This is an optimization exercise on Yosys and OpenROAD, whose aim is small area, not a production implementation.
Function was checked by simulation only, so behaviour that the tests miss may differ from the original.
Power figures rest on the tool's default switching activity, not on a simulated workload.

==> design/flow/design.v <==
package lane_buf_pkg;
  localparam int DATA_W = 32;
  localparam int APB_AW = 4;
  typedef logic [DATA_W-1:0] lane_data_t;
  localparam logic [3:0] REG_KSIZE  = 4'h0;
  localparam logic [3:0] REG_STATUS = 4'h4;
endpackage
module lane_fifo #(
  parameter int DATA_W = lane_buf_pkg::DATA_W
) (
  input  logic              clk,
  input  logic              reset,
  input  logic              push,
  input  logic              pop,
  input  logic [2:0]        in_sel,
  input  logic [DATA_W-1:0] in_a,
  input  logic [DATA_W-1:0] in_b,
  input  logic [DATA_W-1:0] in_c,
  output logic [DATA_W-1:0] out_data,
  output logic              rdy,
  output logic              vld
);
  logic [DATA_W-1:0] mem_n [4];
  logic [DATA_W-1:0] wr_data_n;
  logic [1:0] wr_ptr;
  logic [1:0] rd_ptr;
  logic [1:0] wr_inc;
  logic [1:0] rd_inc;
  logic       full;
  logic       same;
  logic [3:0] rd_sel;
  logic [3:0] wr_sel;
  assign rdy = ~full;
  assign wr_inc = {wr_ptr[1] ^ wr_ptr[0], ~wr_ptr[0]};
  assign rd_inc = {rd_ptr[1] ^ rd_ptr[0], ~rd_ptr[0]};
  assign same = (wr_ptr == rd_ptr);
  assign vld  = ~same | full;
  assign wr_data_n = ~(({DATA_W{in_sel[0]}} & in_a) |
                       ({DATA_W{in_sel[1]}} & in_b) |
                       ({DATA_W{in_sel[2]}} & in_c));
  assign wr_sel = {wr_ptr[1] & wr_ptr[0], wr_ptr[1] & ~wr_ptr[0],
                   ~wr_ptr[1] & wr_ptr[0], ~wr_ptr[1] & ~wr_ptr[0]};
  assign rd_sel = {rd_ptr[1] & rd_ptr[0], rd_ptr[1] & ~rd_ptr[0],
                   ~rd_ptr[1] & rd_ptr[0], ~rd_ptr[1] & ~rd_ptr[0]};
  assign out_data = ~(({DATA_W{rd_sel[0]}} & mem_n[0]) |
                      ({DATA_W{rd_sel[1]}} & mem_n[1]) |
                      ({DATA_W{rd_sel[2]}} & mem_n[2]) |
                      ({DATA_W{rd_sel[3]}} & mem_n[3]));
  always_ff @(posedge clk) begin
    for (int i = 0; i < 4; i++) begin
      if (push & wr_sel[i]) begin
        mem_n[i] <= wr_data_n;
      end
    end
  end
  always_ff @(posedge clk) begin
    if (reset) begin
      wr_ptr <= '0;
      rd_ptr <= '0;
      full   <= 1'b0;
    end else begin
      if (push) begin
        wr_ptr <= wr_inc;
      end
      if (pop) begin
        rd_ptr <= rd_inc;
      end
      full   <= ~pop & (full | (push & (wr_inc == rd_ptr)));
    end
  end
endmodule
module lane_router (
  input  logic             m_k3,
  input  logic             m_k5,
  input  logic             m_ch,
  input  logic [7:0]       in_vld,
  output logic [7:0]       in_rdy,
  output logic [7:0]       out_vld,
  input  logic [7:0]       out_rdy,
  output logic [7:0]       lane_push,
  output logic [7:0]       lane_pop,
  output logic [7:0][2:0]  lane_in_sel,
  input  logic [7:0]       lane_rdy,
  input  logic [7:0]       lane_vld,
  output logic [7:0]       lane_empty
);
  logic [7:0] lane_in_vld;
  logic [7:0] lane_out_rdy;
  always_comb begin
    for (int j = 0; j < 8; j++) begin
      lane_in_sel[j] = {m_ch, m_k5, m_k3};
    end
    for (int j = 0; j < 4; j++) begin
      lane_in_vld[j]  = (m_k3 & in_vld[j]) | (m_k5 & lane_vld[j+4]) | (m_ch & lane_vld[j+1]);
      lane_out_rdy[j] = (j == 0) ? out_rdy[0] : (m_ch ? lane_rdy[j-1] : out_rdy[j]);
      if (j == 3) lane_in_vld[j+4] = (m_k3 & in_vld[7]) | (m_k5 & in_vld[3]) | (m_ch & in_vld[0]);
      else        lane_in_vld[j+4] = (m_k3 & in_vld[j+4]) | (m_k5 & in_vld[j]) | (m_ch & lane_vld[j+5]);
      lane_out_rdy[j+4] = m_k3 ? out_rdy[j+4] : (m_k5 ? lane_rdy[j] : lane_rdy[j+3]);
      out_vld[j]   = lane_vld[j] & ((j == 0) | ~m_ch);
      out_vld[j+4] = lane_vld[j+4] & m_k3;
      if (j == 0) in_rdy[j] = m_k3 ? lane_rdy[0] : (m_k5 ? lane_rdy[4] : lane_rdy[7]);
      else        in_rdy[j] = m_k3 ? lane_rdy[j] : (m_k5 & lane_rdy[j+4]);
      in_rdy[j+4] = m_k3 & lane_rdy[j+4];
    end
    lane_empty = ~lane_vld;
    lane_push  = lane_in_vld & lane_rdy;
    lane_pop   = lane_vld & lane_out_rdy;
  end
endmodule
module kernel_cfg_apb #(
  parameter int NUM_LANES = 8
) (
  input  logic                            clk,
  input  logic                            reset,
  input  logic                            psel,
  input  logic                            penable,
  input  logic                            pwrite,
  input  logic [lane_buf_pkg::APB_AW-1:0] paddr,
  input  logic [31:0]                     pwdata,
  output logic [31:0]                     prdata,
  output logic                            pready,
  output logic                            pslverr,
  input  logic [NUM_LANES-1:0]            lane_empty,
  output logic                            m_k3,
  output logic                            m_k5,
  output logic                            m_ch
);
  logic access;
  logic addr_ok;
  logic all_empty;
  logic ksize_wr;
  logic is_k3;
  logic is_k5;
  assign pready = 1'b1;
  assign access    = psel & penable;
  assign all_empty = &lane_empty;
  assign addr_ok   = (paddr == lane_buf_pkg::REG_KSIZE) ||
                     (paddr == lane_buf_pkg::REG_STATUS);
  assign ksize_wr  = access & pwrite & (paddr == lane_buf_pkg::REG_KSIZE);
  assign pslverr = access & (!addr_ok | (ksize_wr & !all_empty));
  assign is_k3 = (pwdata[3:0] == 4'd3);
  assign is_k5 = (pwdata[3:0] == 4'd5);
  always_ff @(posedge clk) begin
    if (reset) begin
      m_k3 <= 1'b1;
      m_k5 <= 1'b0;
      m_ch <= 1'b0;
    end else if (ksize_wr && all_empty) begin
      m_k3 <= is_k3;
      m_k5 <= is_k5;
      m_ch <= ~is_k3 & ~is_k5;
    end
  end
  always_comb begin
    case (paddr)
      lane_buf_pkg::REG_KSIZE:  prdata = {28'd0, 1'b0, ~m_k3, ~m_k5, 1'b1};
      lane_buf_pkg::REG_STATUS: prdata = 32'(lane_empty);
      default:                  prdata = '0;
    endcase
  end
endmodule
module output_lane_bank (
  input  logic                            clk,
  input  logic                            reset,
  input  logic [7:0]                      in_vld,
  output logic [7:0]                      in_rdy,
  input  logic [7:0][31:0]                in_data,
  output logic [7:0]                      out_vld,
  input  logic [7:0]                      out_rdy,
  output logic [7:0][31:0]                out_data,
  input  logic                            psel,
  input  logic                            penable,
  input  logic                            pwrite,
  input  logic [lane_buf_pkg::APB_AW-1:0] paddr,
  input  logic [31:0]                     pwdata,
  output logic [31:0]                     prdata,
  output logic                            pready,
  output logic                            pslverr
);
  logic             m_k3;
  logic             m_k5;
  logic             m_ch;
  logic [7:0]       lane_empty;
  logic [7:0]       lane_push;
  logic [7:0]       lane_pop;
  logic [7:0][2:0]  lane_in_sel;
  logic [7:0][31:0] src_b;
  logic [7:0][31:0] src_c;
  logic [7:0]       lane_rdy;
  logic [7:0]       lane_vld;
  logic [7:0][31:0] lane_out_data;
  kernel_cfg_apb #(
    .NUM_LANES (8)
  ) u_cfg (
    .clk        (clk),
    .reset      (reset),
    .psel       (psel),
    .penable    (penable),
    .pwrite     (pwrite),
    .paddr      (paddr),
    .pwdata     (pwdata),
    .prdata     (prdata),
    .pready     (pready),
    .pslverr    (pslverr),
    .lane_empty (lane_empty),
    .m_k3       (m_k3),
    .m_k5       (m_k5),
    .m_ch       (m_ch)
  );
  lane_router u_router (
    .m_k3          (m_k3),
    .m_k5          (m_k5),
    .m_ch          (m_ch),
    .in_vld        (in_vld),
    .in_rdy        (in_rdy),
    .out_vld       (out_vld),
    .out_rdy       (out_rdy),
    .lane_push     (lane_push),
    .lane_pop      (lane_pop),
    .lane_in_sel   (lane_in_sel),
    .lane_rdy      (lane_rdy),
    .lane_vld      (lane_vld),
    .lane_empty    (lane_empty)
  );
  always_comb begin
    for (int j = 0; j < 4; j++) begin
      src_b[j]   = lane_out_data[j+4];
      src_c[j]   = lane_out_data[j+1];
      src_b[j+4] = in_data[j];
      src_c[j+4] = (j == 3) ? in_data[0] : lane_out_data[j+5];
    end
  end
  assign out_data = lane_out_data;
  for (genvar i = 0; i < 8; i++) begin : g_lane
    lane_fifo #(
      .DATA_W (32)
    ) u_fifo (
      .clk      (clk),
      .reset    (reset),
      .push     (lane_push[i]),
      .pop      (lane_pop[i]),
      .in_sel   (lane_in_sel[i]),
      .in_a     (in_data[i]),
      .in_b     (src_b[i]),
      .in_c     (src_c[i]),
      .out_data (lane_out_data[i]),
      .rdy      (lane_rdy[i]),
      .vld      (lane_vld[i])
    );
  end
endmodule
module lane_bank_top (
  input  logic         clk,
  input  logic         reset,
  input  logic [7:0]   in_vld,
  output logic [7:0]   in_rdy,
  input  logic [255:0] in_data,
  output logic [7:0]   out_vld,
  input  logic [7:0]   out_rdy,
  output logic [255:0] out_data,
  input  logic         psel,
  input  logic         penable,
  input  logic         pwrite,
  input  logic [3:0]   paddr,
  input  logic [31:0]  pwdata,
  output logic [31:0]  prdata,
  output logic         pready,
  output logic         pslverr
);
  output_lane_bank u_bank (
    .clk      (clk),
    .reset    (reset),
    .in_vld   (in_vld),
    .in_rdy   (in_rdy),
    .in_data  (in_data),
    .out_vld  (out_vld),
    .out_rdy  (out_rdy),
    .out_data (out_data),
    .psel     (psel),
    .penable  (penable),
    .pwrite   (pwrite),
    .paddr    (paddr),
    .pwdata   (pwdata),
    .prdata   (prdata),
    .pready   (pready),
    .pslverr  (pslverr)
  );
endmodule
==> design/flow/flow/run.sh <==
#!/bin/bash
# Standard layout with smaller port buffers and a leaner clock tree.
set -euo pipefail
export BUFFER_PORTS_ARGS="-buffer_cell sky130_fd_sc_hd__buf_1"
export CTS_ARGS="-sink_clustering_enable -repair_clock_nets -dont_use_dummy_load -buf_list sky130_fd_sc_hd__clkbuf_8 -sink_clustering_size 16 -sink_clustering_max_diameter 50"
bash standard.sh > standard_make.log 2>&1
==> design/flow/standard.sh <==
#!/bin/bash
# synth_recipe.tcl (not shown) runs the flow's synth.tcl, then flattens the netlist and writes it again
# the make line also repeats each setting of config.mk as NAME=value (left out here)
make -C /OpenROAD-flow-scripts/flow DESIGN_CONFIG=/design/flow/config.mk WORK_HOME=/design/flow/orfs CLKGATE_MAP_FILE= SYNTH_SCRIPT=/design/flow/synth_recipe.tcl "${@:-finish}"
==> design/flow/config.mk <==
export PLATFORM = sky130hd
export DESIGN_NAME = lane_bank_top
export DESIGN_NICKNAME = lane_bank_top
export VERILOG_FILES = /design/flow/design.v
export SDC_FILE = /design/flow/constraint.sdc
export NUM_CORES = 4
export LEC_CHECK = 0
export CAP_MARGIN = 20
export CORE_MARGIN = 2
export CORE_UTILIZATION = 40
export SLEW_MARGIN = 20
==> design/flow/constraint.sdc <==
create_clock -name core_clock -period 5.0 [get_ports {clk}]
set_input_delay 1.0000 -clock core_clock [delete_from_list [all_inputs] [get_ports {clk}]]
set_output_delay 1.0000 -clock core_clock [all_outputs]
set_load 0.01 [all_outputs]
==> results_dict.tcl, run 1 <==
set metrics [dict create \
    post_cts_resized 0 \
    slew_headroom 0.1457 \
    clock_skew_ps 146.8 \
    dr_total_vias 29959 \
    clockPowerShare 0.172 \
    fin_setup_tns_ps 0 \
    fin_cells 4510 \
    worstSkewPairLatency_ps 790 \
    ant_nets 0 \
    grt_pass1_vias 28057 \
    core-area_sq_um 105000 \
    place_inst 4381 \
    ir_drop_mv 0.2480 \
    cts.path.max_buffers 3 \
    reg2reg_slack_ps 1550 \
    finalHoldViolCount 0 \
    dieArea_sq_um 108100 \
    initial_core_util 0.4018 \
    place_area_sq_um 46760 \
    via_per_inst 6.643 \
    outcome "timing/DRC/antenna clean" \
    ys_seq_elements 1067 \
    crit_path_start "u_bank.g_lane[7].u_fifo.rd_ptr[1]" \
    hold_path_class "register to register" \
    numCtsBuffers 107 \
    synth_most_common_cell "edfxtp_1" \
    wirelength_mm 165.7 \
    synth_area_per_cell_sq_um 17.42 \
    maxCapViolCount 0 \
    drtIter0Drc 6100 \
    gr-total-overflow 0 \
    synth_edf_count 1024 \
    async_flop_share 0 \
    fin_crit_sh 0.9021 \
    sequentialPowerShare 0.411 \
    grt_max_degree 160 \
    seq_area_sq_um 31620 \
    reg2reg_depth 7 \
    crit_type "register to primary output" \
    crit_path_max_fanout 21 \
    internal_power_w 0.01612 \
    cp.required_ps 4000 \
    drive_gt1_frac 0.1099 \
    synthesis.area_sq_um 42180 \
    syn_inst 2421 \
    die_h_um 328.7 \
    ys.warnings.count 5 \
    clk_pin_slew_ps 70 \
    synth_seq_area_share 0.7495 \
    final_area_sq_um 48360 \
    fmax_ghz 0.2217 \
    clock-sinks 1067 \
    hpwlAfterDp_mm 117.6 \
    synth_top_cell_by_area "edfxtp_1" \
    endpoint "out_data[249]" \
    p_leak_nw 15.64 \
    die_x_um 328.7 \
    grtUsageMet1 0.3925 \
    post_drt_wl_per_cell_um 36.74 \
    powerDensity_nw_per_um2 561.1 \
    area_delta_synth_final_pct 14.65 \
    multi_input_area_sq_um 9599 \
    grt_usage 0.2953 \
    slew_viol_final 0 \
    reg2reg_to "u_bank.g_lane[1].u_fifo.mem_n[3][18]" \
    synthTopCellsByCount "edfxtp_1 (1,024), a222oi_1 (257), a221oi_1 (256), a22o_1 (256), clkbuf_1 (195)" \
    comb_power_share 0.417 \
    worst_pin_slew_ps 1281 \
    htreeDepth 3 \
    swShare 0.4057 \
    synthDistinctLibCells 38 \
    fill_cells 9068 \
    synth_flop_cell "edfxtp_1" \
    rows 119 \
    endpoint_kind "primary output" \
    r2r_start "u_bank.g_lane[5].u_fifo.rd_ptr[1]" \
    holdBufCountCts 0 \
    use_met2 0.4563 \
    cp.arrival_ps 3510 \
    synth_area_leaders "edfxtp_1 (73%), a222oi_1 (6.1%), a221oi_1 (5.3%), a22o_1 (5.3%), dfxtp_1 (2.0%)" \
    yosysTopAreaCellShare 0.7291 \
    grt_pass1_wl_mm 220.5 \
    busiest_layer "met2" \
    drc 0 \
    routabilityCongestion 0.9220 \
    drtPass1Iterations 13 \
    power.switching_w 0.01101 \
    clock-root-buffer "clkbuf_8" \
    gr-usage-met3 0.09124 \
    io_buffer_count 565 \
    antenna_found_initial 12 \
    start_kind "register" \
    cts_post_setup_buffers_inserted 0 \
    setup_viol 0 \
    grt_setup_unrepaired "false" \
    fin_nets 3492 \
    io_pins 619 \
    cts_tree "done" \
    timing.final.crit_period_ps 4510 \
]
==> area by class of cell <==
class | count | area share
flip-flops and latches | 1067 | 0.6539
diodes | 6 | 0.0003105
well taps | 1391 | 0.03599
inverters | 36 | 0.002795
multi-input cells | 1118 | 0.1985
repair buffers | 785 | 0.07799
clock buffers | 107 | 0.03046
==> cells in the final DEF, fill, tap and decap left out, types with 2 or more instances in the layout <==
| master | count |
|---|---|
| buf_1 | 564 |
| a31oi_1 | 12 |
| nand2b_1 | 5 |
| diode_2 | 6 |
| o31ai_1 | 12 |
| a22oi_1 | 3 |
| a211oi_1 | 2 |
| and2_1 | 35 |
| clkbuf_4 | 9 |
| or3_1 | 5 |
| a222oi_1 | 257 |
| a221oi_1 | 256 |
| buf_12 | 2 |
| nand4_1 | 2 |
| dfxtp_1 | 40 |
| nor3_1 | 11 |
| o211a_1 | 3 |
| mux2i_1 | 20 |
| nor2_1 | 50 |
| a22o_1 | 256 |
| clkbuf_2 | 5 |
| conb_1 | 25 |
| buf_4 | 198 |
| a21oi_1 | 14 |
| edfxtp_1 | 1024 |
| nand3_1 | 2 |
| clkbuf_8 | 107 |
| o22ai_1 | 3 |
| nand2_1 | 25 |
| o21ai_0 | 5 |
| buf_2 | 7 |
| inv_1 | 36 |
| ha_2 | 7 |
| nor2b_1 | 4 |
| xnor2_1 | 25 |
| ha_1 | 57 |
| xor2_1 | 16 |
| dfxtp_4 | 3 |
==> logic make-up after synthesis <==
kind of cell    count (synthesis)  share of synthesized area
simple gates                  144                    0.01691
compound gates                823                     0.1755
buf+inv                       259                    0.02539
fa+ha+maj                      64                    0.01899
xor+xnor                       41                   0.008514
mux                            21                   0.005013
flops                        1067                     0.7495
other cells                     2                  0.0001781
==> how the worst min path moves through the flow <==
| stage | depth (start not counted) | startpoint | to | slack, ps |
|---|---|---|---|---|
| floorplan | 2 | u_bank.g_lane[0].u_fifo.rd_ptr[1] | u_bank.g_lane[0].u_fifo.rd_ptr[1] | 520 |
| global placement | 2 | u_bank.g_lane[0].u_fifo.rd_ptr[1] | u_bank.g_lane[0].u_fifo.rd_ptr[1] | 550 |
| detailed placement | 2 | u_bank.g_lane[0].u_fifo.rd_ptr[1] | u_bank.g_lane[0].u_fifo.rd_ptr[1] | 570 |
| CTS | 3 | out_rdy[0] | u_bank.g_lane[0].u_fifo.rd_ptr[1] | 520 |
| global route | 2 | in_data[232] | u_bank.g_lane[7].u_fifo.mem_n[2][8] | 550 |
| finish | 2 | u_bank.g_lane[0].u_fifo.rd_ptr[1] | u_bank.g_lane[0].u_fifo.rd_ptr[1] | 570 |
==> power by group through the flow <==
stage          Sequential, W  Clock, W  Combinational [W]
2_1_floorplan         0.0112         0            0.00486
3_3_place_gp          0.0113         0             0.0109
3_5_place_dp          0.0113         0             0.0111
4_1_cts               0.0111   0.00470             0.0111
5_1_grt               0.0112   0.00502             0.0117
6_report              0.0112   0.00467             0.0113
==> worst max-delay path, cell delays in order, from the launching register on <==
cell and delay (ps):
dfxtp_1 470, inv_1 110, ha_1 420, buf_4 340, a22o_1 240, a221oi_1 890
buf_1 230
==> state kept, by name, summed over array words and instances, names as in the netlist <==
name / cells
u_bank.g_lane.u_fifo.rd_ptr: 16
u_bank.g_lane.u_fifo.full: 8
u_bank.g_lane.u_fifo.wr_ptr: 16
u_bank.u_cfg.m_k5: 1
u_bank.u_cfg.m_k3: 1
u_bank.u_cfg.m_ch: 1
u_bank.g_lane.u_fifo.mem_n: 1024
==> metrics by stage <==
step           utilization  worst slack, ps  hold WS, ps  power, W
6_report            0.4607            489.5        571.9   0.02713
2_1_floorplan            -             2234        515.4   0.01609
3_3_place_gp        0.4453             1330        551.3   0.02222
5_1_grt             0.4606            422.6        545.4   0.02789
4_1_cts             0.4595            458.9        518.8   0.02693
3_5_place_dp        0.4455             1328        569.7   0.02240
==> per-layer routing <==
metal	vias up	wire, um	share of wire
met5	-	34	0.00021
met4	4	6897	0.042
met3	310	23990	0.14
met2	2578	75180	0.45
met1	15146	59620	0.36
li1	11921	-	-
==> inputs of run 2 (changes only) <==
==> design/flow/flow/run.sh (replaced) <==
#!/bin/bash
# Standard layout with smaller port buffers and a leaner clock tree.
set -euo pipefail
export BUFFER_PORTS_ARGS="-buffer_cell sky130_fd_sc_hd__buf_1"
export REMOVE_ABC_BUFFERS=1
export CTS_ARGS="-sink_clustering_enable -repair_clock_nets -dont_use_dummy_load -buf_list sky130_fd_sc_hd__clkbuf_8 -sink_clustering_size 16 -sink_clustering_max_diameter 50"
bash standard.sh > standard_make.log 2>&1
--- a/design/flow/config.mk
+++ b/design/flow/config.mk
@@ -8,4 +8,5 @@
 export CAP_MARGIN = 20
 export CORE_MARGIN = 2
 export CORE_UTILIZATION = 40
+export GPL_TIMING_DRIVEN = 0
 export SLEW_MARGIN = 20
==> run 2 against run 1 <==
Net effect:
- still clean on timing, DRC and antenna
- count of clock-buffer cells in the layout down 4
- combinational power is 11% lower
- fmax up 2.1%
- final cell count is 1.4% lower
- area after synthesis unchanged
- die area stayed put
- critical path type unchanged
- largest cell class unchanged
==> results_dict.tcl, run 2 <==
set metrics [dict create \
    worstSkewPairLatency_ps 770 \
    crit_path_max_fanout 17 \
    post_cts_resized 0 \
    holdBufCountCts 0 \
    outcome "timing/DRC/antenna clean" \
    syn_inst 2421 \
    hold_path_class "input port to register" \
    area_delta_synth_final_pct 16.22 \
    via_per_inst 6.388 \
    ant_nets 0 \
    grt_max_degree 79 \
    clk_pin_slew_ps 90 \
    powerDensity_nw_per_um2 525.7 \
    drtPass1Iterations 17 \
    fin_ws_ps 580.3 \
    wirelength_mm 145.1 \
    fmax_ghz 0.2263 \
    r2r_start "u_bank.g_lane[5].u_fifo.rd_ptr[0]" \
    mostFrequentLayoutCells "edfxtp_1 (1,024), buf_1 (564), a222oi_1 (257)" \
    clock_skew_ps 72.06 \
    regMostFlops "u_bank.g_lane.u_fifo.mem_n" \
    setup_viol 0 \
    antenna_found_initial 15 \
    initial_core_util 0.4018 \
    synthDistinctLibCells 38 \
    synth_area_leaders "edfxtp_1 (73%), a222oi_1 (6.1%), a221oi_1 (5.3%), a22o_1 (5.3%), dfxtp_1 (2.0%)" \
    crit_type "register to primary output" \
    synth_flop_cell "edfxtp_1" \
    io_buffer_count 565 \
    ys.warnings.count 5 \
    synth_seq_area_share 0.7495 \
    cts.path.max_buffers 3 \
    ys_seq_elements 1067 \
    grt_pass1_vias 26761 \
    cts_tree "done" \
    drtIter0Drc 5397 \
    synth_most_common_cell "edfxtp_1" \
    drive_gt1_frac 0.1152 \
    hold_slack_ps 519.5 \
    endpoint_kind "primary output" \
    synth_top_cell_by_area "edfxtp_1" \
    synth_edf_count 1024 \
    slew_headroom 0.08807 \
    async_flop_share 0 \
    dieArea_sq_um 108100 \
    dpl_worst_slack_ps 1449 \
    final_common_cell "edfxtp_1" \
    gr-total-overflow 0 \
    routabilityCongestion 0.9260 \
    p_leak_nw 15.64 \
    drc 0 \
    grt_usage 0.2579 \
    start_kind "register" \
    largest_register_ffs 1024 \
    ir_drop_mv 0.2444 \
    p_total_w 0.02577 \
    biggestRegsByFlops "u_bank.g_lane.u_fifo.mem_n (1024), u_bank.g_lane.u_fifo.rd_ptr (16), u_bank.g_lane.u_fifo.wr_ptr (16)" \
    clock-sinks 1067 \
    crit_path_start "u_bank.g_lane[5].u_fifo.rd_ptr[0]" \
    synthesis.area_sq_um 42180 \
    grt_pass1_wl_mm 197.4 \
    finalHoldViolCount 0 \
    io_pins 619 \
    slew_viol_final 0 \
    hpwlAfterDp_mm 107.0 \
    holdCritStartpoint "out_rdy[0]" \
    timing.final.crit_period_ps 4420 \
    core-area_sq_um 105000 \
    die_h_um 328.7 \
    synth_area_per_cell_sq_um 17.42 \
    yosysTopAreaCellShare 0.7291 \
    cp.arrival_ps 3420 \
    rows 119 \
    post_drt_wl_per_cell_um 32.63 \
    numCtsBuffers 103 \
    die_x_um 328.7 \
    fin_nets 3426 \
    dr_total_vias 28406 \
    synthTopCellsByCount "edfxtp_1 (1,024), a222oi_1 (257), a221oi_1 (256), a22o_1 (256), clkbuf_1 (195)" \
    fin_setup_tns_ps 0 \
    htreeDepth 3 \
    worst_pin_slew_ps 1368 \
    cts_post_setup_buffers_inserted 0 \
    grt_setup_unrepaired "false" \
    cp.required_ps 4000 \
    clock-root-buffer "clkbuf_8" \
    fin_crit_sh 0.8839 \
    fin_util 0.4670 \
    maxCapViolCount 0 \
]
==> run 2: changes by cell type in the layout (fill, tap and decap cells not counted), sizes merged <==
cell    previous run  this run
diode              6         9
clkbuf           121       111
buf              771       715
==> run 2: cells by family (layout without fill, tap and decap cells) <==
family | after synthesis | count (layout) | synth area share
XOR/XNOR | 41 | 41 | 0.008514
AO/OA/AOI/OAI | 823 | 823 | 0.1755
other | 2 | 34 | 0.0001781
adder cells (fa/ha/maj) | 64 | 64 | 0.01899
buffers and inverters | 259 | 862 | 0.02539
AND/OR/NAND/NOR | 144 | 144 | 0.01691
multiplexers | 21 | 21 | 0.005013
flip-flops | 1067 | 1067 | 0.7495
==> run 2: cell type report <==
class | instances | area, sq um
clock buffer | 103 | 1418
timing repair buffer | 723 | 4267
antenna | 9 | 22.52
fill | 8959 | 55950
sequential | 1067 | 31620
multi-input combinational | 1118 | 9814
tap | 1391 | 1740
inverter | 36 | 135.1
==> run 2: metrics by stage <==
| stage | instances | instance area (sq um) |
|---|---|---|
| after CTS | 4426 | 48920 |
| after detailed placement | 4323 | 47500 |
| after global routing | 4442 | 49010 |
| final | 4447 | 49020 |
| after global placement | 4177 | 45190 |
| after floorplan | 2221 | 41330 |
==> run 2: final timing paths <==
kind / endpoint / slack [ps] / cells after the start
setup reg to reg: u_bank.g_lane[1].u_fifo.mem_n[1][0] / 1710 / 7
setup / recovery: out_data[160] / 580 / 6
hold / removal: u_bank.g_lane[0].u_fifo.rd_ptr[1] / 520 / 3
hold reg to reg: u_bank.g_lane[0].u_fifo.rd_ptr[1] / 580 / 2
==> run 2: per-layer routing <==
| layer | vias up | GRT usage | part of all wire |
|---|---|---|---|
| li1 | 11777 | - | - |
| met1 | 14536 | 0.3478 | 0.39 |
| met2 | 1812 | 0.4073 | 0.47 |
| met3 | 275 | 0.06416 | 0.11 |
| met4 | 6 | 0.08984 | 0.035 |
| met5 | - | 0 | 0.00023 |
==> run 2: worst max-delay path, stage by stage (launching register included) <==
cell and delay, ps:
dfxtp_1 470, inv_1 120, ha_2 390, buf_16 240, a22o_1 220, a221oi_1 980, buf_1 220
==> run 2: power by group <==
part	total, W	switching (W)	internal [W]
sequential	0.0111	0.000352	0.0108
combinational	0.0101	0.00682	0.00328
clock	0.00453	0.00271	0.00182
==> inputs of run 3 (changes only) <==
==> design/flow/flow/run.sh (replaced) <==
#!/bin/bash
# Standard layout with smaller port buffers and a leaner clock tree.
set -euo pipefail
export BUFFER_PORTS_ARGS="-buffer_cell sky130_fd_sc_hd__buf_1"
export CTS_ARGS="-sink_clustering_enable -repair_clock_nets -dont_use_dummy_load -buf_list sky130_fd_sc_hd__clkbuf_8 -sink_clustering_size 16 -sink_clustering_max_diameter 50"
bash standard.sh > standard_make.log 2>&1
--- a/design/flow/config.mk
+++ b/design/flow/config.mk
@@ -7,6 +7,5 @@
 export LEC_CHECK = 0
 export CAP_MARGIN = 20
 export CORE_MARGIN = 2
-export CORE_UTILIZATION = 40
-export GPL_TIMING_DRIVEN = 0
+export CORE_UTILIZATION = 65
 export SLEW_MARGIN = 20
==> run 3 against run 2 <==
Net effect:
- final cell count decreased by 12%
- worst hold slack improved by 63 ps
- final area decreased by 3.7%
- die area decreased by 38%
- worst setup slack got worse by 92 ps
- non-clock buffer count increased by 20
- combinational power increased by 5%
- sequential share of layout area increased by 2.4 points
==> results_dict.tcl, run 3 <==
set metrics [dict create \
    outcome "timing/DRC/antenna clean" \
    clock-sinks 1067 \
    cts_tree "done" \
    synth_most_common_cell "edfxtp_1" \
    gr-total-overflow 0 \
    place_area_sq_um 45890 \
    yosysTopAreaCellShare 0.7291 \
    post_cts_resized 0 \
    clockPowerShare 0.164 \
    hold_path_class "register to register" \
    wirelength_mm 143.9 \
    cts.path.max_buffers 3 \
    antenna_found_initial 20 \
    synth_top_cell_by_area "edfxtp_1" \
    grt_pass1_wl_mm 195.0 \
    finalHoldViolCount 0 \
    ir_drop_mv 0.4725 \
    drc 0 \
    syn_inst 2421 \
    mostFrequentLayoutCells "edfxtp_1 (1,024), buf_1 (564), a222oi_1 (257)" \
    clock_skew_ps 71.88 \
    dpl_worst_slack_ps 1321 \
    post_drt_wl_per_cell_um 36.64 \
    initial_core_util 0.6554 \
    async_flop_share 0 \
    dieArea_sq_um 66940 \
    crit_path_max_fanout 16 \
    synth_edf_count 1024 \
    fin_setup_tns_ps 0 \
    hpwlAfterDp_mm 101.3 \
    endpoint_kind "primary output" \
    start_kind "register" \
    regMostFlops "u_bank.g_lane.u_fifo.mem_n" \
    slew_headroom 0.1433 \
    sequentialPowerShare 0.429 \
    drtIter0Drc 7241 \
    maxCapViolCount 0 \
    grt_pass1_vias 27275 \
    final_area_sq_um 47230 \
    via_per_inst 7.532 \
    cp.arrival_ps 3510 \
    fin_nets 3435 \
    die_x_um 258.7 \
    crit_type "register to primary output" \
    synthDistinctLibCells 38 \
    final_common_cell "edfxtp_1" \
    io_pins 619 \
    grt_max_degree 91 \
    clock-root-buffer "clkbuf_8" \
    synth_flop_cell "edfxtp_1" \
    routabilityCongestion 1.076 \
    fin_cells 3927 \
    holdBufCountCts 0 \
    drtPass1Iterations 15 \
    reg2reg_slack_ps 1560 \
    cp.required_ps 4000 \
    largest_register_ffs 1024 \
    timing.final.crit_period_ps 4512 \
    swShare 0.3948 \
    synth_area_leaders "edfxtp_1 (73%), a222oi_1 (6.1%), a221oi_1 (5.3%), a22o_1 (5.3%), dfxtp_1 (2.0%)" \
    internal_power_w 0.01575 \
    synthTopCellsByCount "edfxtp_1 (1,024), a222oi_1 (257), a221oi_1 (256), a22o_1 (256), clkbuf_1 (195)" \
    setup_viol 0 \
    cts_post_setup_buffers_inserted 0 \
    drive_gt1_frac 0.09490 \
    numCtsBuffers 92 \
    comb_power_share 0.407 \
    ys.warnings.count 5 \
    dr_total_vias 29579 \
    powerDensity_nw_per_um2 550.9 \
    fmax_ghz 0.2216 \
    clk_pin_slew_ps 90 \
    io_buffer_count 565 \
    synthesis.area_sq_um 42180 \
    rows 93 \
    p_total_w 0.02602 \
    ant_nets 0 \
    p_leak_nw 15.33 \
    fin_ws_ps 488.1 \
    synth_seq_area_share 0.7495 \
    ys_seq_elements 1067 \
    grt_usage 0.4183 \
    die_h_um 258.7 \
    htreeDepth 3 \
    core-area_sq_um 64350 \
    place_inst 3813 \
    fin_crit_sh 0.9024 \
    grt_setup_unrepaired "false" \
    synth_area_per_cell_sq_um 17.42 \
    worstSkewPairLatency_ps 730 \
    biggestRegsByFlops "u_bank.g_lane.u_fifo.mem_n (1024), u_bank.g_lane.u_fifo.rd_ptr (16), u_bank.g_lane.u_fifo.wr_ptr (16)" \
    power.switching_w 0.01027 \
    area_delta_synth_final_pct 11.97 \
    slew_viol_final 0 \
    worst_pin_slew_ps 1285 \
]
==> run 3: cell counts after synthesis <==
No cell type changed its count.
==> run 3: area by class of cell <==
class | count | area [sq um]
inverter | 36 | 135.1
clock buffer | 92 | 1266
sequential | 1067 | 31620
tap | 855 | 1070
multi-input combinational | 1118 | 9612
timing repair buffer | 743 | 3481
antenna | 16 | 40.04
fill | 4077 | 17120
==> run 3: worst paths after layout <==
| check | from | endpoint | cells past startpoint |
|---|---|---|---|
| hold / removal | u_bank.g_lane[0].u_fifo.rd_ptr[1] | u_bank.g_lane[0].u_fifo.rd_ptr[1] | 2 |
| setup reg to reg | u_bank.g_lane[6].u_fifo.rd_ptr[1] | u_bank.g_lane[2].u_fifo.mem_n[1][14] | 6 |
| hold reg to reg | u_bank.g_lane[0].u_fifo.rd_ptr[1] | u_bank.g_lane[0].u_fifo.rd_ptr[1] | 2 |
| setup / recovery | u_bank.g_lane[6].u_fifo.rd_ptr[1] | out_data[206] | 6 |
==> run 3: stage by stage <==
| step | util | hold slack (ps) |
|---|---|---|
| 2_1_floorplan | - | 515.4 |
| 3_3_place_gp | 0.7131 | 543.8 |
| 3_5_place_dp | 0.7131 | 556.4 |
| 4_1_cts | 0.7328 | 570.7 |
| 5_1_grt | 0.7337 | 608.3 |
| 6_report | 0.7339 | 582.2 |
==> run 3: worst max-delay path, stage by stage (launching register included) <==
cell      delay [ps]
dfxtp_1          490
inv_1            110
ha_1             470
buf_4            320
a22o_1           230
a221oi_1         930
buf_1            230
==> run 3: metal layers <==
layer,vias to the layer above,track usage,part of all wire
met5,-,0,0.00033
met4,8,0.2452,0.066
met3,399,0.1257,0.16
met2,2731,0.6109,0.45
met1,14623,0.5638,0.33
li1,11818,-,-
==> run 3: cells by family (layout without fill, tap and decap cells) <==
logic type	count (synthesis)	in the layout	share of synthesized area
simple gates	144	144	0.01691
fa+ha+maj	64	64	0.01899
compound gates	823	823	0.1755
buf+inv	259	871	0.02539
mux	21	21	0.005013
other cells	2	41	0.0001781
xor+xnor	41	41	0.008514
flops	1067	1067	0.7495
==> run 3: power groups by stage <==
| stage | Sequential, W | Combinational, W | Clock, W |
|---|---|---|---|
| detailed placement | 0.0113 | 0.0102 | 0 |
| CTS | 0.0111 | 0.0103 | 0.00427 |
| global route | 0.0112 | 0.0108 | 0.00457 |
| finish | 0.0112 | 0.0106 | 0.00427 |
| global placement | 0.0113 | 0.0101 | 0 |
| floorplan | 0.0112 | 0.00486 | 0 |
==> inputs of run 4 (changes only) <==
--- a/design/flow/design.v
+++ b/design/flow/design.v
@@ -23,25 +23,22 @@
   logic [DATA_W-1:0] mem_n [4];
   logic [DATA_W-1:0] wr_data_n;
   logic [1:0] wr_ptr;
-  logic [1:0] rd_ptr;
   logic [1:0] wr_inc;
-  logic [1:0] rd_inc;
+  logic [3:0] wr_sel;
+  logic [3:0] wr_sel_inc;
+  logic [3:0] rd_sel;
   logic       full;
   logic       same;
-  logic [3:0] rd_sel;
-  logic [3:0] wr_sel;
+  assign wr_inc = {wr_ptr[0], ~wr_ptr[1]};
+  assign wr_sel = {wr_ptr[1] & ~wr_ptr[0], wr_ptr[1] & wr_ptr[0],
+                   ~wr_ptr[1] & wr_ptr[0], ~wr_ptr[1] & ~wr_ptr[0]};
+  assign wr_sel_inc = {wr_sel[2:0], wr_sel[3]};
   assign rdy = ~full;
-  assign wr_inc = {wr_ptr[1] ^ wr_ptr[0], ~wr_ptr[0]};
-  assign rd_inc = {rd_ptr[1] ^ rd_ptr[0], ~rd_ptr[0]};
-  assign same = (wr_ptr == rd_ptr);
+  assign same = |(wr_sel & rd_sel);
   assign vld  = ~same | full;
   assign wr_data_n = ~(({DATA_W{in_sel[0]}} & in_a) |
                        ({DATA_W{in_sel[1]}} & in_b) |
                        ({DATA_W{in_sel[2]}} & in_c));
-  assign wr_sel = {wr_ptr[1] & wr_ptr[0], wr_ptr[1] & ~wr_ptr[0],
-                   ~wr_ptr[1] & wr_ptr[0], ~wr_ptr[1] & ~wr_ptr[0]};
-  assign rd_sel = {rd_ptr[1] & rd_ptr[0], rd_ptr[1] & ~rd_ptr[0],
-                   ~rd_ptr[1] & rd_ptr[0], ~rd_ptr[1] & ~rd_ptr[0]};
   assign out_data = ~(({DATA_W{rd_sel[0]}} & mem_n[0]) |
                       ({DATA_W{rd_sel[1]}} & mem_n[1]) |
                       ({DATA_W{rd_sel[2]}} & mem_n[2]) |
@@ -56,16 +53,16 @@
   always_ff @(posedge clk) begin
     if (reset) begin
       wr_ptr <= '0;
-      rd_ptr <= '0;
+      rd_sel <= 4'b0001;
       full   <= 1'b0;
     end else begin
       if (push) begin
         wr_ptr <= wr_inc;
       end
       if (pop) begin
-        rd_ptr <= rd_inc;
+        rd_sel <= {rd_sel[2:0], rd_sel[3]};
       end
-      full   <= ~pop & (full | (push & (wr_inc == rd_ptr)));
+      full   <= ~pop & (full | (push & (|(wr_sel_inc & rd_sel))));
     end
   end
 endmodule
--- a/design/flow/config.mk
+++ b/design/flow/config.mk
@@ -7,5 +7,5 @@
 export LEC_CHECK = 0
 export CAP_MARGIN = 20
 export CORE_MARGIN = 2
-export CORE_UTILIZATION = 65
+export CORE_UTILIZATION = 40
 export SLEW_MARGIN = 20
==> run 4 against run 3 <==
Net effect:
- highest routed layer unchanged
- non-clock buffer count decreased by 24
- critical path depth unchanged
- wire length increased by 4.2%
- largest cell class unchanged
- sequential share of layout area decreased by 0.46 points
- register-to-register slack improved by 40 ps
- area after synthesis increased by 0.28%
==> results_dict.tcl, run 4 <==
set metrics [dict create \
    synth_edf_count 1024 \
    ir_drop_mv 0.1806 \
    post_drt_wl_per_cell_um 33.74 \
    grt_pass1_vias 27417 \
    maxCapViolCount 0 \
    clock_skew_ps 91.24 \
    crit_path_start "u_bank.g_lane[5].u_fifo.rd_sel[2]" \
    synth_top_family_by_area "compound AO/OA/AOI/OAI gates" \
    outcome "timing/DRC/antenna clean" \
    wirelength_mm 149.9 \
    cp.arrival_ps 3190 \
    regMostFlops "u_bank.g_lane.u_fifo.mem_n" \
    fin_crit_sh 0.8390 \
    clock-root-buffer "clkbuf_8" \
    rows 119 \
    p_leak_nw 14.99 \
    fin_nets 3355 \
    cts.path.max_buffers 3 \
    core-area_sq_um 105100 \
    antenna_found_initial 16 \
    drtIter0Drc 5342 \
    drtPass1Iterations 14 \
    drive_gt1_frac 0.1063 \
    via_per_inst 6.529 \
    initial_core_util 0.4023 \
    fin_ws_ps 805.2 \
    routabilityCongestion 0.9716 \
    ant_nets 0 \
    setup_viol 0 \
    final_common_cell "edfxtp_1" \
    dpl_worst_slack_ps 1537 \
    synth_area_per_cell_sq_um 17.23 \
    hold_path_class "register to register" \
    syn_inst 2454 \
    ys.warnings.count 5 \
    holdBufCountCts 0 \
    grt_max_degree 82 \
    cts_post_setup_buffers_inserted 0 \
    htreeDepth 3 \
    clock-sinks 1083 \
    synth_area_leaders "edfxtp_1 (73%), a222oi_1 (6.1%), a221oi_1 (5.3%), a22o_1 (5.3%), dfxtp_1 (2.8%)" \
    cts_tree "done" \
    synthSimpleGateAreaFrac 0.02171 \
    gr-total-overflow 0 \
    cp.required_ps 4000 \
    post_cts_resized 0 \
    powerDensity_nw_per_um2 378.7 \
    hpwlAfterDp_mm 106.7 \
    synth_most_common_cell "edfxtp_1" \
    grt_setup_unrepaired "false" \
    worstSkewPairLatency_ps 780 \
    synth_seq_area_share 0.7550 \
    biggestRegsByFlops "u_bank.g_lane.u_fifo.mem_n (1024), u_bank.g_lane.u_fifo.rd_sel (32), u_bank.g_lane.u_fifo.wr_ptr (16)" \
    dieArea_sq_um 108400 \
    fill_cells 9216 \
    grt_pass1_wl_mm 202.3 \
    dr_total_vias 29000 \
    ys_seq_elements 1083 \
    synth_xor_area_frac 0.0002071 \
    fmax_ghz 0.2384 \
    worst_pin_slew_ps 1316 \
    fin_setup_tns_ps 0 \
    synth_top_cell_by_area "edfxtp_1" \
    r2r_start "u_bank.u_cfg.m_k3" \
    grt_usage 0.2648 \
    async_flop_share 0 \
    finalHoldViolCount 0 \
    synth_adder_area_share 0 \
    crit_type "register to primary output" \
    numCtsBuffers 108 \
    muxShareOfSynthArea 0.01506 \
    slew_viol_final 0 \
    synth-compound-area-share 0.1806 \
    synthTopCellsByCount "edfxtp_1 (1,024), a222oi_1 (257), a221oi_1 (256), a22o_1 (256), clkbuf_1 (219)" \
    crit_path_max_fanout 15 \
    synthDistinctLibCells 54 \
    io_pins 619 \
    die_h_um 329.2 \
    io_buffer_count 565 \
    slew_headroom 0.1227 \
    mostFrequentLayoutCells "edfxtp_1 (1,024), buf_1 (564), a222oi_1 (257)" \
    synthesis.area_sq_um 42290 \
    endpoint_kind "primary output" \
    start_kind "register" \
    largest_register_ffs 1024 \
    holdCritStartpoint "u_bank.g_lane[6].u_fifo.full" \
    clk_pin_slew_ps 60 \
    drc 0 \
    area_delta_synth_final_pct 13.57 \
    yosysTopAreaCellShare 0.7270 \
    timing.final.crit_period_ps 4195 \
    fin_util 0.4569 \
    die_x_um 329.2 \
    synth_flop_cell "edfxtp_1" \
]
==> run 4: through the flow <==
step | area, sq um | total power [W] | std cells | hold WS [ps]
finish | 48030 | 0.01819 | 4442 | 595.4
global route | 48020 | 0.01877 | 4436 | 596.8
CTS | 47860 | 0.01823 | 4415 | 529.5
detailed placement | 46380 | 0.01365 | 4307 | 555.2
global placement | 46330 | 0.01358 | 4302 | 545.2
floorplan | 42390 | 0.01211 | 2477 | 524.1
==> run 4: where the power goes <==
part | internal [W] | switching (W)
combinational | 0.000937 | 0.00205
sequential | 0.0103 | 0.000172
clock | 0.00191 | 0.00277
total | 0.0132 | 0.00500
==> run 4: cell type report <==
type                       instances  area (sq um)  share of cell area
antenna                           11         27.53           0.0005731
clock buffer                     108          1486             0.03095
inverter                           9         33.78           0.0007033
multi-input combinational       1121          9480              0.1974
sequential                      1083         31940              0.6650
tap                             1391          1740             0.03623
timing repair buffer             719          3323             0.06918
==> run 4: layer usage <==
metal	wire [um]	up-vias	GRT usage
met4	5310	6	0.09921
met2	68130	1907	0.4035
met5	41	-	0
li1	-	11913	-
met3	18640	267	0.08112
met1	57770	14907	0.3577
==> run 4: critical path: stages (launching register included) <==
cell and delay, ps:
dfxtp_1 780, mux2i_1 240, o22a_1 350, or4_4 540
o21ai_0 250, a21oi_1 130, buf_1 150
==> run 4: cells by family after synthesis <==
group / after synthesis
flops: 1083
compound gates: 854
other cells: 2
simple gates: 188
buf+inv: 273
mux: 53
xor+xnor: 1
==> run 4: path summary, 6_finish.rpt <==
| path | end | slack [ps] | depth (start not counted) |
|---|---|---|---|
| worst max register to register | u_bank.g_lane[1].u_fifo.mem_n[3][5] | 1600 | 3 |
| worst max-delay path | pslverr | 810 | 6 |
| worst min-delay path | u_bank.g_lane[6].u_fifo.full | 600 | 2 |
| worst min register to register | u_bank.g_lane[6].u_fifo.full | 600 | 2 |
==> inputs of run 5 (changes only) <==
==> design/flow/flow/run.sh (replaced) <==
#!/bin/bash
# Standard layout with smaller port buffers and a leaner clock tree.
set -euo pipefail
export BUFFER_PORTS_ARGS="-buffer_cell sky130_fd_sc_hd__buf_1"
export CTS_ARGS="-sink_clustering_enable -repair_clock_nets -dont_use_dummy_load -buf_list sky130_fd_sc_hd__clkbuf_4 -sink_clustering_size 10 -sink_clustering_max_diameter 40"
bash standard.sh > standard_make.log 2>&1
==> run 5 against run 4 <==
Net effect:
- critical path depth did not move
- worst setup slack got worse by 330 ps
- synthesized cell count did not move
- still clean
- critical path type unchanged
- clock skew is 16 ps higher
- sequential cell count unchanged
- fmax decreased by 7.3%
- combinational power about the same
- global-route usage rose by 0.18 points
==> results_dict.tcl, run 5 <==
set metrics [dict create \
    synth_most_common_cell "edfxtp_1" \
    ys.warnings.count 5 \
    dieArea_sq_um 108400 \
    die_x_um 329.2 \
    hpwlAfterDp_mm 106.7 \
    ys_seq_elements 1083 \
    crit_type "register to primary output" \
    io_buffer_count 565 \
    synth_top_cell_by_area "edfxtp_1" \
    via_per_inst 6.537 \
    synthDistinctLibCells 54 \
    grt_pass1_wl_mm 202.9 \
    die_h_um 329.2 \
    fin_crit_sh 0.9052 \
    ir_drop_mv 0.1245 \
    fmax_ghz 0.2210 \
    initial_core_util 0.4023 \
    rows 119 \
    regMostFlops "u_bank.g_lane.u_fifo.mem_n" \
    fin_ws_ps 474.2 \
    p_total_w 0.01763 \
    hold_path_class "input port to register" \
    clk_pin_slew_ps 110 \
    synth_seq_area_share 0.7550 \
    synth_area_leaders "edfxtp_1 (73%), a222oi_1 (6.1%), a221oi_1 (5.3%), a22o_1 (5.3%), dfxtp_1 (2.8%)" \
    slowest_delay_ps 800 \
    cp.arrival_ps 3530 \
    drtPass1Iterations 17 \
    drc 0 \
    cp.required_ps 4000 \
    largest_register_ffs 1024 \
    clock-root-buffer "clkbuf_4" \
    synthTopCellsByCount "edfxtp_1 (1,024), a222oi_1 (257), a221oi_1 (256), a22o_1 (256), clkbuf_1 (219)" \
    crit_path_start "u_bank.g_lane[5].u_fifo.rd_sel[2]" \
    holdCritStartpoint "in_data[212]" \
    post_drt_wl_per_cell_um 33.49 \
    area_delta_synth_final_pct 12.71 \
    ant_nets 0 \
    grt_usage 0.2666 \
    slew_headroom 0.1405 \
    fin_cells 4483 \
    slew_viol_final 0 \
    maxCapViolCount 0 \
    cts.path.max_buffers 3 \
    worst_pin_slew_ps 1289 \
    grt_setup_unrepaired "false" \
    fill_cells 9258 \
    start_kind "register" \
    holdBufCountCts 0 \
    p_leak_nw 14.90 \
    drtIter0Drc 5529 \
    clock-sinks 1083 \
    gr-total-overflow 0 \
    io_pins 619 \
    synth_flop_cell "edfxtp_1" \
    antenna_found_initial 18 \
    core-area_sq_um 105100 \
    powerDensity_nw_per_um2 369.9 \
    routabilityCongestion 0.9716 \
    path_cells "mux2i_1, o22a_1, or4_4, o21ai_0, a21oi_1, buf_1" \
    dr_total_vias 29307 \
    synthesis.area_sq_um 42290 \
    critical_path_buf_inv_count 1 \
    endpoint_kind "primary output" \
    cp_slowest_cell "dfxtp_1" \
    cts_tree "done" \
    dpl_worst_slack_ps 1537 \
    crit_path_max_fanout 15 \
    async_flop_share 0 \
    finalHoldViolCount 0 \
    fin_nets 3396 \
    place_inst 4307 \
    numCtsBuffers 150 \
    fin_setup_tns_ps 0 \
    synth_area_per_cell_sq_um 17.23 \
    htreeDepth 4 \
    drive_gt1_frac 0.1181 \
    mostFrequentLayoutCells "edfxtp_1 (1,024), buf_1 (564), a222oi_1 (257)" \
    yosysTopAreaCellShare 0.7270 \
    wirelength_mm 150.2 \
    setup_viol 0 \
    r2r_start "u_bank.u_cfg.m_k3" \
    post_cts_resized 0 \
    final_common_cell "edfxtp_1" \
    grt_pass1_vias 27638 \
    cts_post_setup_buffers_inserted 0 \
    synth_edf_count 1024 \
    path_delay_family "flip-flops" \
    multi_input_area_sq_um 9480 \
    syn_inst 2454 \
    clock_skew_ps 106.9 \
    biggestRegsByFlops "u_bank.g_lane.u_fifo.mem_n (1024), u_bank.g_lane.u_fifo.rd_sel (32), u_bank.g_lane.u_fifo.wr_ptr (16)" \
    timing.final.crit_period_ps 4526 \
    hold_slack_ps 329.4 \
    outcome "timing/DRC/antenna clean" \
    worstSkewPairLatency_ps 1060 \
    grt_max_degree 82 \
    seq_area_sq_um 31940 \
]
==> run 5: cell counts after synthesis <==
No cell type changed its count.
==> run 5: metal layers <==
metal	GRT usage	wire length, um	share of wire
met4	0.1101	6108	0.041
met2	0.4013	67630	0.45
met1	0.3554	57150	0.38
met3	0.08924	19210	0.13
met5	0	60	0.00040
==> run 5: cells by family (layout without fill, tap and decap cells) <==
kind of cell / Yosys count / after routing / share of synthesized area
AO/OA/AOI/OAI: 854 / 854 / 0.1806
XOR/XNOR: 1 / 1 / 0.0002071
AND/OR/NAND/NOR: 188 / 188 / 0.02171
flip-flops: 1083 / 1083 / 0.7550
buffers and inverters: 273 / 877 / 0.02725
multiplexers: 53 / 53 / 0.01506
other: 2 / 36 / 0.0001776
==> run 5: final timing paths <==
kind	slack (ps)	depth (start not counted)	to
worst max register to register	1530	3	u_bank.g_lane[1].u_fifo.mem_n[0][4]
worst min-delay path	330	2	u_bank.g_lane[6].u_fifo.mem_n[0][20]
worst min register to register	590	2	u_bank.g_lane[6].u_fifo.rd_sel[1]
worst max-delay path	470	6	pslverr
==> run 5: metrics by stage <==
stage | utilization | area [sq um]
floorplan | - | 42390
global placement | 0.4407 | 46330
detailed placement | 0.4412 | 46380
CTS | 0.4519 | 47500
global route | 0.4533 | 47650
finish | 0.4535 | 47670
==> run 5: where the power goes <==
part	leakage, nW	switching (W)	total [W]	internal (W)
Sequential	9.88	0.000172	0.0105	0.0103
Combinational	4.33	0.00205	0.00299	0.000937
Clock	0.690	0.00275	0.00413	0.00138
==> run 5: area by class of cell <==
type,count,area share
multi-input combinational,1121,0.1989
timing repair buffer,718,0.06961
tap,1391,0.03651
inverter,9,0.0007087
antenna,11,0.0005775
sequential,1083,0.6701
clock buffer,150,0.02362
==> inputs of run 6 (changes only) <==
--- a/design/flow/config.mk
+++ b/design/flow/config.mk
@@ -7,5 +7,5 @@
 export LEC_CHECK = 0
 export CAP_MARGIN = 20
 export CORE_MARGIN = 2
-export CORE_UTILIZATION = 40
+export CORE_UTILIZATION = 50
 export SLEW_MARGIN = 20
==> run 6 against run 5 <==
Net effect:
- first-iteration DRC count shrank 1.7%
- critical endpoint unchanged
- highest routed layer unchanged
- global-route usage increased by 5.6 points
- critical path depth did not move
- synthesized cell count is the same
- fmax fell by 0.23%
- clock power is 1% lower
- clock skew rose by 37 ps
- register-to-register slack lost 260 ps
- core utilization grew 11 points
- sequential power hardly changed
==> results_dict.tcl, run 6 <==
set metrics [dict create \
    worstSkewPairLatency_ps 1060 \
    grt_max_degree 86 \
    ys.warnings.count 5 \
    synthTopCellsByCount "edfxtp_1 (1,024), a222oi_1 (257), a221oi_1 (256), a22o_1 (256), clkbuf_1 (219)" \
    synthesis.area_sq_um 42290 \
    finalHoldViolCount 0 \
    fmax_ghz 0.2204 \
    synth_flop_cell "edfxtp_1" \
    start_kind "register" \
    p_leak_nw 14.86 \
    die_h_um 294.8 \
    via_per_inst 6.958 \
    dieArea_sq_um 86930 \
    mostFrequentLayoutCells "edfxtp_1 (1,024), buf_1 (564), a222oi_1 (257)" \
    holdCritStartpoint "in_data[209]" \
    worst_pin_slew_ps 1333 \
    reg2reg_slack_ps 1270 \
    fin_util 0.5653 \
    clk_pin_slew_ps 110 \
    endpoint_kind "primary output" \
    post_drt_wl_per_cell_um 34.38 \
    cp.arrival_ps 3540 \
    synth_seq_area_share 0.7550 \
    sequentialPowerShare 0.602 \
    yosysTopAreaCellShare 0.7270 \
    r2r_start "u_bank.u_cfg.m_k5" \
    synthDistinctLibCells 54 \
    routabilityCongestion 1.031 \
    cts_tree "done" \
    cts_post_setup_buffers_inserted 0 \
    io_pins 619 \
    comb_power_share 0.166 \
    synth_most_common_cell "edfxtp_1" \
    synth_edf_count 1024 \
    synth_area_per_cell_sq_um 17.23 \
    largest_register_ffs 1024 \
    swShare 0.2806 \
    powerDensity_nw_per_um2 370.2 \
    grt_pass1_vias 27388 \
    io_buffer_count 565 \
    drc 0 \
    biggestRegsByFlops "u_bank.g_lane.u_fifo.mem_n (1024), u_bank.g_lane.u_fifo.rd_sel (32), u_bank.g_lane.u_fifo.wr_ptr (16)" \
    wl_met3_mm 19.14 \
    post_cts_resized 0 \
    clockPowerShare 0.233 \
    clock_skew_ps 143.6 \
    reg2reg_to "u_bank.g_lane[6].u_fifo.mem_n[3][28]" \
    hpwlAfterDp_mm 99.98 \
    maxCapViolCount 0 \
    drive_gt1_frac 0.1122 \
    final_common_cell "edfxtp_1" \
    wirelength_mm 144.7 \
    numCtsBuffers 146 \
    fin_setup_tns_ps 0 \
    grt_usage 0.3231 \
    holdPathEnd "u_bank.g_lane[6].u_fifo.mem_n[0][17]" \
    ir_drop_mv 0.1888 \
    core-area_sq_um 83690 \
    dr_total_vias 29285 \
    dr_wl_met2_mm 66.57 \
    htreeDepth 4 \
    crit_type "register to primary output" \
    cp.required_ps 4000 \
    m1WireLength_mm 54.73 \
    crit_path_max_fanout 16 \
    fin_crit_sh 0.9073 \
    antenna_found_initial 15 \
    async_flop_share 0 \
    slew_viol_final 0 \
    regMostFlops "u_bank.g_lane.u_fifo.mem_n" \
    syn_inst 2454 \
    timing.final.crit_period_ps 4536 \
    initial_core_util 0.5054 \
    clock-root-buffer "clkbuf_4" \
    outcome "timing/DRC/antenna clean" \
    ant_nets 0 \
    holdBufCountCts 0 \
    reg2reg_depth 6 \
    timing.hold.worst_path_depth 2 \
    grt_pass1_wl_mm 197.9 \
    fin_nets 3380 \
    grt_setup_unrepaired "false" \
    hold_path_class "input port to register" \
    gr-total-overflow 0 \
    dr.max_layer_used "met5" \
    power.switching_w 0.004915 \
    drtPass1Iterations 17 \
    ys_seq_elements 1083 \
    die_x_um 294.8 \
    area_delta_synth_final_pct 11.86 \
    rows 106 \
    setup_viol 0 \
    drtIter0Drc 5433 \
    clock-sinks 1083 \
    internal_power_w 0.01260 \
    synth_area_leaders "edfxtp_1 (73%), a222oi_1 (6.1%), a221oi_1 (5.3%), a22o_1 (5.3%), dfxtp_1 (2.8%)" \
    synth_top_cell_by_area "edfxtp_1" \
    slew_headroom 0.1112 \
    cts.path.max_buffers 3 \
]
[run 6: cell types whose count changed in the layout (fill, tap and decap cells not counted), moves of 3 or more]
| cell | previous run | this run |
|---|---|---|
| buf_4 | 133 | 114 |
| buf_12 | 3 | 10 |
| and3_1 | 0 | 5 |
| clkbuf_4 | 153 | 147 |
| buf_2 | 9 | 12 |
| and3_2 | 8 | 3 |
[run 6: cells by family after synthesis]
family,Yosys count,share of synthesized area
AOI/OAI and AO/OA,854,0.1806
xor gates and xnor gates,1,0.0002071
buffers and inverters,273,0.02725
DFF,1083,0.7550
muxes,53,0.01506
other,2,0.0001776
and+or+nand+nor,188,0.02171
[run 6: power groups by stage]
stage | sequential [W] | combinational (W) | clock (W)
CTS | 0.0105 | 0.00282 | 0.00415
global placement | 0.0107 | 0.00276 | 0
detailed placement | 0.0107 | 0.00281 | 0
global route | 0.0106 | 0.00302 | 0.00450
finish | 0.0105 | 0.00290 | 0.00408
floorplan | 0.0106 | 0.00148 | 0
[run 6: metal layers]
metal	vias up	GRT usage
met5	-	0
met4	2	0.1029
met3	251	0.1011
met2	2054	0.4892
met1	14952	0.4472
li1	12026	-
[run 6: worst max path at each step]
stage,endpoint,slack [ps],startpoint
floorplan,u_bank.g_lane[7].u_fifo.mem_n[0][0],250,in_vld[0]
global placement,u_bank.g_lane[6].u_fifo.mem_n[1][3],1420,u_bank.u_cfg.m_k5
detailed placement,u_bank.g_lane[6].u_fifo.mem_n[1][12],1340,u_bank.u_cfg.m_k5
CTS,pslverr,420,u_bank.g_lane[6].u_fifo.rd_sel[1]
global route,pslverr,340,u_bank.g_lane[6].u_fifo.rd_sel[1]
finish,pslverr,460,u_bank.g_lane[6].u_fifo.rd_sel[1]
[run 6: final cells by class]
class	instances	area [sq um]
Antenna cell	10	25.02
Clock buffer	146	1096
Inverter	9	33.78
Fill cell	6734	36380
Timing Repair Buffer	706	3311
Multi-Input combinational cell	1121	9485
Tap cell	1134	1419
Sequential cell	1083	31940
[run 6: per-stage QoR]
stage	setup WS [ps]	area, sq um	cells	hold slack, ps	total power (W)
6_report	463.5	47310	4209	330.7	0.01752
5_1_grt	340.2	47300	4206	291.2	0.01809
4_1_cts	416.7	47130	4186	248.7	0.01750
3_5_place_dp	1339	46040	4040	570.0	0.01355
3_3_place_gp	1424	45900	4029	579.0	0.01347
2_1_floorplan	253.2	42390	2477	524.1	0.01211
[run 6: critical path, cell delays in order (launching register included)]
cell,delay (ps)
dfxtp_1,850
mux2i_1,350
o22a_1,400
or4_4,480
o21ai_0,200
a21oi_1,100
buf_1,150
==> inputs of run 7 (changes only) <==
--- a/design/flow/config.mk
+++ b/design/flow/config.mk
@@ -7,5 +7,5 @@
 export LEC_CHECK = 0
 export CAP_MARGIN = 20
 export CORE_MARGIN = 2
-export CORE_UTILIZATION = 50
+export CORE_UTILIZATION = 60
 export SLEW_MARGIN = 20
==> run 7 against run 6 <==
Net effect:
- still clean on timing, DRC and antenna
- synthesized cell count is the same
- final area fell by 1.1%
- fmax barely moved
- via count grew 0.64%
- final cell count fell by 4.8%
- clock skew down 42 ps
- core utilization increased by 10 points
- critical path type unchanged
- largest cell class unchanged
- largest power group unchanged
- highest routed layer unchanged
==> results_dict.tcl, run 7 <==
set metrics [dict create \
    grt_pass1_vias 27267 \
    synth_seq_area_share 0.7550 \
    clock-root-buffer "clkbuf_4" \
    antenna_found_initial 16 \
    rows 97 \
    hpwlAfterDp_mm 94.50 \
    clock_skew_ps 101.5 \
    ant_nets 0 \
    hold_path_class "input port to register" \
    fin_ws_ps 460.5 \
    post_drt_wl_per_cell_um 34.44 \
    cts.path.max_buffers 3 \
    grt_max_degree 142 \
    setup_viol 0 \
    ys.warnings.count 5 \
    biggestRegsByFlops "u_bank.g_lane.u_fifo.mem_n (1024), u_bank.g_lane.u_fifo.rd_sel (32), u_bank.g_lane.u_fifo.wr_ptr (16)" \
    synth_most_common_cell "edfxtp_1" \
    fin_crit_sh 0.9079 \
    cts_post_setup_buffers_inserted 0 \
    fin_nets 3361 \
    mostFrequentLayoutCells "edfxtp_1 (1,024), buf_1 (564), a222oi_1 (257)" \
    clk_pin_slew_ps 100 \
    dr_total_vias 29471 \
    worst_pin_slew_ps 1259 \
    holdBufCountCts 0 \
    fin_setup_tns_ps 0 \
    start_kind "register" \
    numCtsBuffers 135 \
    r2r_start "u_bank.u_cfg.m_ch" \
    largest_register_ffs 1024 \
    reg2reg_depth 4 \
    dpl_worst_slack_ps 1530 \
    synth_edf_count 1024 \
    cp.arrival_ps 3540 \
    fmax_ghz 0.2203 \
    area_delta_synth_final_pct 10.59 \
    slew_headroom 0.1605 \
    finalHoldViolCount 0 \
    io_pins 619 \
    dieArea_sq_um 72630 \
    gr-total-overflow 0 \
    drtIter0Drc 5945 \
    cts_tree "done" \
    timing.hold.worst_path_depth 2 \
    worstSkewPairLatency_ps 1020 \
    grt_usage 0.3658 \
    p_leak_nw 14.73 \
    yosysTopAreaCellShare 0.7270 \
    powerDensity_nw_per_um2 369.0 \
    initial_core_util 0.6050 \
    syn_inst 2454 \
    grt_pass1_wl_mm 189.5 \
    ir_drop_mv 0.2343 \
    critical_path_buf_inv_count 1 \
    post_cts_resized 0 \
    io_buffer_count 565 \
    ys_seq_elements 1083 \
    holdPathEnd "u_bank.g_lane[7].u_fifo.mem_n[3][15]" \
    synthDistinctLibCells 54 \
    path_delay_family "flip-flops" \
    core-area_sq_um 69910 \
    drive_gt1_frac 0.1064 \
    die_h_um 269.5 \
    final_common_cell "edfxtp_1" \
    synthTopCellsByCount "edfxtp_1 (1,024), a222oi_1 (257), a221oi_1 (256), a22o_1 (256), clkbuf_1 (219)" \
    maxCapViolCount 0 \
    drc 0 \
    grt_setup_unrepaired "false" \
    reg2reg_to "u_bank.g_lane[5].u_fifo.mem_n[1][12]" \
    routabilityCongestion 1.088 \
    cp.required_ps 4000 \
    holdCritStartpoint "in_data[239]" \
    drtPass1Iterations 17 \
    regMostFlops "u_bank.g_lane.u_fifo.mem_n" \
    synth_area_per_cell_sq_um 17.23 \
    wirelength_mm 137.9 \
    slew_viol_final 0 \
    path_cells "mux2i_1, o22a_1, or4_4, o21ai_0, a21oi_1, buf_1" \
    synth_flop_cell "edfxtp_1" \
    via_per_inst 7.359 \
    timing.final.crit_period_ps 4540 \
    crit_path_max_fanout 22 \
    async_flop_share 0 \
    outcome "timing/DRC/antenna clean" \
    synth_top_cell_by_area "edfxtp_1" \
    synthesis.area_sq_um 42290 \
    die_x_um 269.5 \
    crit_type "register to primary output" \
    slowest_delay_ps 980 \
    htreeDepth 4 \
    synth_area_leaders "edfxtp_1 (73%), a222oi_1 (6.1%), a221oi_1 (5.3%), a22o_1 (5.3%), dfxtp_1 (2.8%)" \
    reg2reg_slack_ps 1580 \
    cp_slowest_cell "dfxtp_1" \
    endpoint_kind "primary output" \
    clock-sinks 1083 \
]
[run 7: cell counts after synthesis]
Identical to the previous run, type by type.
[run 7: how the worst max path moves through the flow]
stage / start / slack, ps / end / depth (start not counted)
final: u_bank.g_lane[5].u_fifo.rd_sel[0] / 460 / pslverr / 6
after global routing: u_bank.g_lane[4].u_fifo.rd_sel[1] / 350 / pslverr / 7
after CTS: u_bank.g_lane[6].u_fifo.rd_sel[2] / 410 / pslverr / 6
after detailed placement: u_bank.g_lane[5].u_fifo.rd_sel[0] / 1530 / pslverr / 6
after global placement: u_bank.g_lane[5].u_fifo.rd_sel[0] / 1490 / pslverr / 6
after floorplan: in_vld[0] / 250 / u_bank.g_lane[7].u_fifo.mem_n[0][0] / 2
[run 7: kinds of logic (layout without fill, tap and decap cells)]
logic type	after synthesis	after routing	share of synthesized area
DFF	1083	1083	0.7550
and+or+nand+nor	188	188	0.02171
buffers and inverters	273	842	0.02725
xor gates and xnor gates	1	1	0.0002071
AOI/OAI and AO/OA	854	854	0.1806
other	2	44	0.0001776
muxes	53	53	0.01506
[run 7: area by class of cell]
cell class / count / area (sq um)
inverters: 9 / 33.78
clock buffers: 135 / 1013
repair buffers: 698 / 3153
flip-flops and latches: 1083 / 31950
multi-input cells: 1121 / 9404
diodes: 19 / 47.55
fillers: 5027 / 23130
well taps: 940 / 1176
[run 7: per-layer routing]
layer	track usage	vias up	wire, um
met4	0.1240	2	3820
li1	-	11970	-
met1	0.5171	14917	50490
met5	0	-	13
met3	0.1078	257	19570
met2	0.5502	2325	64060
[run 7: worst register-to-register path: cells and delay by family, from the launching register on]
family / cells / cell delay [ps]
DFF: 1 / 990
and+or+nand+nor: 2 / 1020
AOI/OAI and AO/OA: 2 / 980
[run 7: report_power, final]
part / switching [W] / internal [W]
combinational: 0.00193 / 0.000899
clock: 0.00263 / 0.00125
sequential: 0.000210 / 0.0103
[run 7: per-stage QoR]
stage / total power (W) / util / hold slack, ps / area, sq um / cells
2_1_floorplan: 0.01211 / - / 524.1 / 42390 / 2477
4_1_cts: 0.01721 / 0.6675 / 238.6 / 46660 / 3976
3_3_place_gp: 0.01343 / 0.6524 / 562.3 / 45610 / 3836
3_5_place_dp: 0.01349 / 0.6530 / 575.5 / 45650 / 3841
6_report: 0.01726 / 0.6691 / 337.7 / 46770 / 4005
5_1_grt: 0.01775 / 0.6688 / 289.3 / 46750 / 3997

what the ideal ports hide:
The results above use ideal ports. As a check the final layouts listed here were re-extracted and re-timed, cells and wires unchanged.
Step 1: set_driving_cell puts a clkbuf_16 on clk and a buf_2 on each other input, an assumption about the parent block.
Step 2, shift: input delay + t, output delay - t, t = (earliest + latest rising clock arrival at the registers) / 2. This alone moves slack from input paths to output paths.
Slacks: ideal / step 1 / step 2; pairs: ideal / step 1.
| run | t, ns | setup WS [ns] | hold slack, ns | latest minus earliest clock arrival (ns) | worst register clock-pin slew, ns |
|---|---|---|---|---|---|
| run 1 | 0.796 | 0.490 / 0.417 / 1.213 | 0.572 / 0.542 / 0.572 | 0.152 / 0.152 | 0.10 / 0.10 |
| run 2 | 0.794 | 0.580 / 0.515 / 1.309 | 0.519 / 0.473 / 0.575 | 0.074 / 0.074 | 0.10 / 0.10 |
| run 3 | 0.753 | 0.488 / 0.425 / 1.178 | 0.582 / 0.582 / 0.582 | 0.072 / 0.072 | 0.10 / 0.10 |
| run 4 | 0.802 | 0.805 / 0.739 / 1.541 | 0.595 / 0.573 / 0.595 | 0.093 / 0.093 | 0.10 / 0.10 |
| run 5 | 1.065 | 0.474 / 0.408 / 1.473 | 0.329 / 0.297 / 0.592 | 0.116 / 0.116 | 0.11 / 0.11 |
| run 6 | 1.058 | 0.464 / 0.395 / 1.271 | 0.331 / 0.286 / 0.599 | 0.144 / 0.144 | 0.11 / 0.11 |
| run 7 | 1.035 | 0.460 / 0.394 / 1.429 | 0.338 / 0.312 / 0.596 | 0.104 / 0.104 | 0.11 / 0.11 |
After both steps setup and hold are still met in every run listed.
